From an optimization exercise on the open Yosys and OpenROAD flow, aimed at small area; shortcuts taken in it are not production practice.
The RTL was checked by simulation tests, not by an equivalence proof against the original design.
Power and IR drop assume default switching activity. The flow treats the clock pin as an ideal source, which a real chip does not have.

Design dmem_responder, start of the top module:
module dmem_responder
#(
  parameter int DEPTH   = DEPTH_DEF,
  parameter int LATENCY = LATENCY_DEF
) (
  input  logic        clk,
  input  logic        rst_n,
  input  logic        req_valid,
  output logic        req_ready,
  input  logic        req_write,
  input  logic [31:0] req_addr,
  input  logic [31:0] req_wdata,
  output logic        rsp_valid,
  input  logic        rsp_ready,
  output logic [31:0] rsp_rdata,
  output logic        rsp_err
);
Size: ~2,100 flip-flops, roughly 100 I/O pins.
clock: 8.0 ns
lec_check: 0
cap_margin: 20
core_margin: 2
core_utilization: 70
place_density: 0.75
slew_margin: 20
standard.sh (not shown) runs the stock make flow with config.mk's settings and CLKGATE_MAP_FILE= SYNTH_SCRIPT=/design/flow/synth_recipe.tcl, a recipe that flattens the netlist after the stock synthesis.
==> flow/flow/run.sh <==
#!/bin/bash
# Own layout flow: the standard layout (standard.sh) with two changes:
# the port buffers use the smallest buffer cell, and clock-tree synthesis
# inserts no dummy loads and uses larger sink clusters.
# Each tool's full output stays in orfs/logs/; make's own output goes to
# standard.log in this folder.
set -euo pipefail
export BUFFER_PORTS_ARGS="-buffer_cell sky130_fd_sc_hd__buf_1"
export CTS_ARGS="-sink_clustering_enable -repair_clock_nets -dont_use_dummy_load -sink_clustering_size 37 -sink_clustering_max_diameter 90"
bash standard.sh > standard.log 2>&1
The starting point ran to the end with no violations.
Edit:
--- a/flow/flow/run.sh
+++ b/flow/flow/run.sh
@@ -9 +9 @@
-export CTS_ARGS="-sink_clustering_enable -repair_clock_nets -dont_use_dummy_load -sink_clustering_size 37 -sink_clustering_max_diameter 90"
+export CTS_ARGS="-sink_clustering_enable -repair_clock_nets -dont_use_dummy_load -sink_clustering_size 45 -sink_clustering_max_diameter 40"
Result: The new run finished with timing, DRC and antenna clean. Cell area came out higher by 4.1%. Critical path depth stays the same. Routed wire length came out higher by 18%. Utilization came out higher by 3.1 points.
Edit:
==> flow/run.sh (new file) <==
#!/bin/bash
# synth_recipe.tcl (not shown) runs the flow's synth.tcl, then flattens the netlist and writes it again
# the make line also repeats each setting of config.mk as NAME=value (left out here)
make -C /OpenROAD-flow-scripts/flow DESIGN_CONFIG=/design/flow/config.mk WORK_HOME=/design/flow/orfs CLKGATE_MAP_FILE= SYNTH_SCRIPT=/design/flow/synth_recipe.tcl finish
--- a/flow/config.mk
+++ b/flow/config.mk
@@ -7,0 +8 @@
+export ABC_AREA = 1
@@ -10,2 +11,4 @@
-export CORE_UTILIZATION = 70
-export PLACE_DENSITY = 0.75
+export CORE_UTILIZATION = 85
+export CTS_CLUSTER_DIAMETER = 60
+export CTS_CLUSTER_SIZE = 40
+export PLACE_DENSITY = 0.9
removed: flow/flow/run.sh
removed: flow/standard.sh
Now the flow aborted during detailed placement.
Area after synthesis grows by 0.57%.
Synthesized cell count went up by 7.1%.
Edit:
==> flow/flow/run.sh (new file) <==
#!/bin/bash
# Own layout flow: the standard layout (standard.sh) with two changes:
# the port buffers use the smallest buffer cell, and clock-tree synthesis
# inserts no dummy loads and uses larger sink clusters.
# Each tool's full output stays in orfs/logs/; make's own output goes to
# standard.log in this folder.
set -euo pipefail
export BUFFER_PORTS_ARGS="-buffer_cell sky130_fd_sc_hd__buf_1"
export CTS_ARGS="-sink_clustering_enable -repair_clock_nets -dont_use_dummy_load -sink_clustering_size 35 -sink_clustering_max_diameter 80"
bash standard.sh > standard.log 2>&1
==> flow/standard.sh (new file) <==
#!/bin/bash
# synth_recipe.tcl (not shown) runs the flow's synth.tcl, then flattens the netlist and writes it again
# the make line also repeats each setting of config.mk as NAME=value (left out here)
make -C /OpenROAD-flow-scripts/flow DESIGN_CONFIG=/design/flow/config.mk WORK_HOME=/design/flow/orfs CLKGATE_MAP_FILE= SYNTH_SCRIPT=/design/flow/synth_recipe.tcl "${@:-finish}"
--- a/flow/config.mk
+++ b/flow/config.mk
@@ -8 +7,0 @@
-export ABC_AREA = 1
@@ -11,4 +10,2 @@
-export CORE_UTILIZATION = 85
-export CTS_CLUSTER_DIAMETER = 60
-export CTS_CLUSTER_SIZE = 40
-export PLACE_DENSITY = 0.9
+export CORE_UTILIZATION = 70
+export PLACE_DENSITY = 0.75
removed: flow/run.sh
This time the run ran to the end with no violations.
Synthesized area goes down slightly.
Synthesized cell count goes down by a few percent.


## run 1
The RTL this note starts from:
==> flow/design.v <==
package dmem_responder_pkg;
  localparam int DEPTH_DEF   = 64;
  localparam int LATENCY_DEF = 2;
  function automatic logic addrErr(input logic [31:0] addr);
    addrErr = (addr[1:0] != 2'b00) || (addr[31:8] != 24'd0);
  endfunction
endpackage
import dmem_responder_pkg::*;
module dmem_array
#(
  parameter int DEPTH = DEPTH_DEF
) (
  input  logic        clk,
  input  logic        we,
  input  logic        clr,
  input  logic [31:0] wdata,
  output logic [31:0] tail
);
  logic [DEPTH-1:0][31:0] ring;
  logic [31:0]            head;
  logic                   keep;
  assign keep = !we && !clr;
  assign head = (wdata & {32{we}}) | (ring[DEPTH-1] & {32{keep}});
  always_ff @(posedge clk) begin
    ring <= {ring[DEPTH-2:0], head};
  end
  assign tail = ring[DEPTH-1];
endmodule
import dmem_responder_pkg::*;
module dmem_responder
#(
  parameter int DEPTH   = DEPTH_DEF,
  parameter int LATENCY = LATENCY_DEF
) (
  input  logic        clk,
  input  logic        rst_n,
  input  logic        req_valid,
  output logic        req_ready,
  input  logic        req_write,
  input  logic [31:0] req_addr,
  input  logic [31:0] req_wdata,
  output logic        rsp_valid,
  input  logic        rsp_ready,
  output logic [31:0] rsp_rdata,
  output logic        rsp_err
);
  logic [5:0]  cnt;
  logic        clr;
  logic        vldQ;
  logic        errQ;
  logic [31:0] rdataQ;
  logic [31:0] tail;
  logic        reqErr;
  logic        hit;
  logic        accept;
  logic        memWe;
  logic        load;
  assign reqErr    = dmem_responder_pkg::addrErr(req_addr);
  assign hit       = (req_addr[7:2] == cnt);
  assign req_ready = (!vldQ || rsp_ready) && (reqErr || hit);
  assign accept    = req_valid && req_ready;
  assign memWe     = accept && req_write && !reqErr;
  dmem_array #(.DEPTH(DEPTH)) u_array (
    .clk   (clk),
    .we    (memWe),
    .clr   (clr),
    .wdata (req_wdata),
    .tail  (tail)
  );
  always_ff @(posedge clk or negedge rst_n) begin
    if (!rst_n) begin
      cnt  <= '0;
      clr  <= 1'b1;
      vldQ <= 1'b0;
    end else begin
      cnt <= cnt + 1'b1;
      if (cnt == 6'd63) clr <= 1'b0;
      if (accept) vldQ <= 1'b1;
      else if (rsp_ready) vldQ <= 1'b0;
    end
  end
  assign load = accept && !req_write && !reqErr && !clr;
  always_ff @(posedge clk) begin
    rdataQ <= (tail & {32{load}}) | (rdataQ & {32{!accept}});
    errQ   <= (reqErr && accept) || (errQ && !accept);
  end
  assign rsp_valid = vldQ;
  assign rsp_rdata = rdataQ;
  assign rsp_err   = errQ;
endmodule
export LEC_CHECK = 0
export CAP_MARGIN = 20
export CORE_MARGIN = 2
export CORE_UTILIZATION = 70
export PLACE_DENSITY = 0.75
export SLEW_MARGIN = 20
create_clock -name core_clock -period 8.0 [get_ports {clk}]
==> flow/flow/run.sh <==
#!/bin/bash
# Own layout flow: the standard layout (standard.sh) with two changes:
# the port buffers use the smallest buffer cell, and clock-tree synthesis
# inserts no dummy loads and uses larger sink clusters.
# Each tool's full output stays in orfs/logs/; make's own output goes to
# standard.log in this folder.
set -euo pipefail
export BUFFER_PORTS_ARGS="-buffer_cell sky130_fd_sc_hd__buf_1"
export CTS_ARGS="-sink_clustering_enable -repair_clock_nets -dont_use_dummy_load -sink_clustering_size 38 -sink_clustering_max_diameter 100"
bash standard.sh > standard.log 2>&1
The following lists how run 2 was set up differently from run 1:
# run 1
export LEC_CHECK = 0
export CAP_MARGIN = 20
export CORE_MARGIN = 2
export CORE_UTILIZATION = 70
export PLACE_DENSITY = 0.75
export SLEW_MARGIN = 20
create_clock -name core_clock -period 8.0 [get_ports {clk}]
# run 2
export LEC_CHECK = 0
export ABC_AREA = 1
export CAP_MARGIN = 20
export CORE_MARGIN = 2
export CORE_UTILIZATION = 70
export CTS_CLUSTER_DIAMETER = 80
export CTS_CLUSTER_SIZE = 35
export PLACE_DENSITY = 0.75
export SLEW_MARGIN = 20
create_clock -name core_clock -period 8.0 [get_ports {clk}]
==> flow/run.sh (new file) <==
#!/bin/bash
# synth_recipe.tcl (not shown) runs the flow's synth.tcl, then flattens the netlist and writes it again
# the make line also repeats each setting of config.mk as NAME=value (left out here)
make -C /OpenROAD-flow-scripts/flow DESIGN_CONFIG=/design/flow/config.mk WORK_HOME=/design/flow/orfs CLKGATE_MAP_FILE= SYNTH_SCRIPT=/design/flow/synth_recipe.tcl finish
removed: flow/flow/run.sh
removed: flow/standard.sh
## What came out
- Summary of run 2 over run 1: via density per instance increased by 0.16 relative to the old numbers, logic gate share of total power increased by 0.3 points relative to the old numbers, layout-stage area growth over the synthesis result increased by 2.1 points relative to the old numbers, wire length increased by 21% relative to the old numbers.
- Between run 2 and run 1, the count of clock-buffer cells in the layout is higher for run 2.
- Going from run 1 to run 2, the instance count on the critical path was found to have gone up by 1.
- The final reports for run 2 and run 1 show layout buffering overhead excluding clock cells higher in the former.
Setup changes, run 2 to run 3
# run 2
export LEC_CHECK = 0
export ABC_AREA = 1
export CAP_MARGIN = 20
export CORE_MARGIN = 2
export CORE_UTILIZATION = 70
export CTS_CLUSTER_DIAMETER = 80
export CTS_CLUSTER_SIZE = 35
export PLACE_DENSITY = 0.75
export SLEW_MARGIN = 20
create_clock -name core_clock -period 8.0 [get_ports {clk}]
# run 3
export LEC_CHECK = 0
export CAP_MARGIN = 20
export CORE_MARGIN = 2
export CORE_UTILIZATION = 70
export CTS_CLUSTER_DIAMETER = 100
export CTS_CLUSTER_SIZE = 30
export PLACE_DENSITY = 0.75
export SLEW_MARGIN = 20
create_clock -name core_clock -period 8.0 [get_ports {clk}]
==> comparison <==
Max freq run 2 -> run 3: degraded. Portion of total power attributed to combinational logic of run 3 is on par with run 2. Final clock skew delta (run 3 − run 2): favourable. For run 2, the most congested layer reported by global routing was met2, unlike run 3, where it was met1. [diff] total length of routed wires, run 3 relative to run 2: improvement. On worst hold slack, run 3 tracks run 2 almost exactly. Against run 2 as the reference, run 3 delivers a higher power consumed by the clock network. Maximum root-to-sink buffer count came out exactly the same in run 2 and run 3. Summary of run 3 over run 2: count of sequential standard cells barely changed, fraction of standard cell area in multi-input logic dropped 0.26 points, global-route wire length before repair dropped about 11%.
Inputs modified between run 3 and run 4:
# run 3
export LEC_CHECK = 0
export CAP_MARGIN = 20
export CORE_MARGIN = 2
export CORE_UTILIZATION = 70
export CTS_CLUSTER_DIAMETER = 100
export CTS_CLUSTER_SIZE = 30
export PLACE_DENSITY = 0.75
export SLEW_MARGIN = 20
create_clock -name core_clock -period 8.0 [get_ports {clk}]
# run 4
export LEC_CHECK = 0
export CAP_MARGIN = 20
export CORE_MARGIN = 2
export CORE_UTILIZATION = 70
export PLACE_DENSITY = 0.75
export SLEW_MARGIN = 20
create_clock -name core_clock -period 8.0 [get_ports {clk}]
==> flow/flow/run.sh (new file) <==
#!/bin/bash
# Own layout flow: the standard layout (standard.sh) with two changes:
# the port buffers use the smallest buffer cell (buf_1), and clock-tree
# synthesis inserts no dummy loads and uses larger sink clusters.
# make's output goes to standard.log here; each ORFS step's full log is
# copied from orfs/logs/ into this folder as step_<name>.log.
set -uo pipefail
export BUFFER_PORTS_ARGS="-buffer_cell sky130_fd_sc_hd__buf_1"
export CTS_ARGS="-sink_clustering_enable -repair_clock_nets -dont_use_dummy_load -sink_clustering_size 37 -sink_clustering_max_diameter 90"
bash standard.sh > standard.log 2>&1
status=$?
for f in orfs/logs/*/*/*/*.log; do
  [[ -f "$f" ]] && cp "$f" "step_$(basename "$f")"
done
exit $status
==> flow/standard.sh (new file) <==
#!/bin/bash
# synth_recipe.tcl (not shown) runs the flow's synth.tcl, then flattens the netlist and writes it again
# the make line also repeats each setting of config.mk as NAME=value (left out here)
make -C /OpenROAD-flow-scripts/flow DESIGN_CONFIG=/design/flow/config.mk WORK_HOME=/design/flow/orfs CLKGATE_MAP_FILE= SYNTH_SCRIPT=/design/flow/synth_recipe.tcl "${@:-finish}"
removed: flow/run.sh
### Flow results
- [compare] base=run 3 new=run 4: fmax increased by 19% relative to the old numbers, global routing usage on met1 now smaller, tightest hold margin now sits lower, setup slack +840 ps, global-route wire length before repair went down by 3.1 mm.
- Per the comparison of run 4 with run 3, area after synthesis level, post-placement cell count held, share of the cycle needed by the critical path after routing lower, wire length fell about 3.3%, proportion of total power due to net switching about even.
Setup changes, run 4 to run 5
==> flow/flow/run.sh <==
#!/bin/bash
# Own layout flow: the standard layout (standard.sh) with two changes:
# the port buffers use the smallest buffer cell, and clock-tree synthesis
# inserts no dummy loads and uses larger sink clusters.
# Each tool's full output stays in orfs/logs/; make's own output goes to
# standard.log in this folder.
set -euo pipefail
export BUFFER_PORTS_ARGS="-buffer_cell sky130_fd_sc_hd__buf_1"
export CTS_ARGS="-sink_clustering_enable -repair_clock_nets -dont_use_dummy_load -sink_clustering_size 40 -sink_clustering_max_diameter 50"
bash standard.sh > standard.log 2>&1
--- outcome ---
- ~same part of the power in combinational logic in run 4 and run 5
- Run 5 vs run 4: wire length up by a little under 10%
- Compared with run 4, run 5 is hungrier on power.
- In the metrics for run 4 and run 5, the one carrying the lower worst voltage drop across the vdd grid is run 5.
- In the flow results for run 4 and run 5, the share of the final layout cell area in sequential cells is larger on run 4.
- Compared with run 4, in run 5 cell area grew by about 2%, internal portion of total power grew by 0.73 mW.
- The clock edge transition at the registers on the reported setup and hold paths was comparable across run 4 and run 5.
- Relative to run 4, via count has increased by 376 in run 5.
- Relative max-transition margin (run 5 over run 4): decrease, 2.5 points
- Net switching fraction of the power: run 4 vs run 5 — no meaningful difference
Input-level comparison between run 6 and run 5:
# run 5
export LEC_CHECK = 0
export CAP_MARGIN = 20
export CORE_MARGIN = 2
export CORE_UTILIZATION = 70
export PLACE_DENSITY = 0.75
export SLEW_MARGIN = 20
create_clock -name core_clock -period 8.0 [get_ports {clk}]
# run 6
export LEC_CHECK = 0
export ABC_CLOCK_PERIOD_IN_PS = 50000
export CAP_MARGIN = 20
export CORE_MARGIN = 2
export CORE_UTILIZATION = 70
export CTS_CLUSTER_DIAMETER = 80
export CTS_CLUSTER_SIZE = 35
export PLACE_DENSITY = 0.75
export SLEW_MARGIN = 20
create_clock -name core_clock -period 8.0 [get_ports {clk}]
==> flow/run.sh (new file) <==
#!/bin/bash
# synth_recipe.tcl (not shown) runs the flow's synth.tcl, then flattens the netlist and writes it again
# the make line also repeats each setting of config.mk as NAME=value (left out here)
make -C /OpenROAD-flow-scripts/flow DESIGN_CONFIG=/design/flow/config.mk WORK_HOME=/design/flow/orfs CLKGATE_MAP_FILE= SYNTH_SCRIPT=/design/flow/synth_recipe.tcl finish
removed: flow/flow/run.sh
removed: flow/standard.sh
Notes after the runs:
Looking at worst path setup slack after routing across both flows, run 6 is the weaker of the two, with run 5 ahead. Between run 6 and run 5, the shortest clock period the worst path allows after layout is lower for run 5. Compared run 5 against run 6; final area within noise. Of run 6 and run 5, the lower number of design-rule violations left by the first detailed-router iteration belongs to run 5. Looking at worst slew margin relative to its limit across run 6 and run 5, the one that comes out lower is run 6. Part of the power in combinational logic: run 6 vs run 5 up 0.2 points.

==> re-timing with driven ports <==
In the flow no input, the clock included, has a driving cell. The finished layouts below were timed again as built, in two steps. Step 1, drivers: a clkbuf_16 drives clk and a buf_2 each remaining input, both assumed. Step 2 also shifts input and output timing later by t, the mid clock arrival at the registers, as if the neighbouring blocks saw the same clock. a / b / c = ideal ports / drivers / drivers and shift; a / b = the first two.
run	t (ns)	setup slack, ns	hold WS [ns]	pins driven straight from the clock port
the first run of note 1	0.664	3.666 / 3.645 / 3.645	0.279 / 0.279 / 0.279	1
the second run of note 1	0.748	3.664 / 3.643 / 3.643	0.290 / 0.290 / 0.290	1
the fourth run of note 1	0.680	3.658 / 3.638 / 3.638	0.311 / 0.311 / 0.311	1
run 1	0.716	3.666 / 3.644 / 3.644	0.317 / 0.317 / 0.317	1
run 2	0.697	3.122 / 3.100 / 2.969	0.327 / 0.327 / 0.327	1
run 3	0.692	2.827 / 2.805 / 2.805	0.324 / 0.324 / 0.324	1
run 4	0.664	3.666 / 3.645 / 3.645	0.279 / 0.279 / 0.279	1
run 5	0.700	3.668 / 3.646 / 3.646	0.252 / 0.252 / 0.252	1
run 6	0.688	2.822 / 2.800 / 2.800	0.327 / 0.327 / 0.327	1
After both steps setup and hold are still met in every run listed. The setup slack of run 2, which loses most, moves by -0.022 ns with the drivers and by -0.153 ns with both steps.
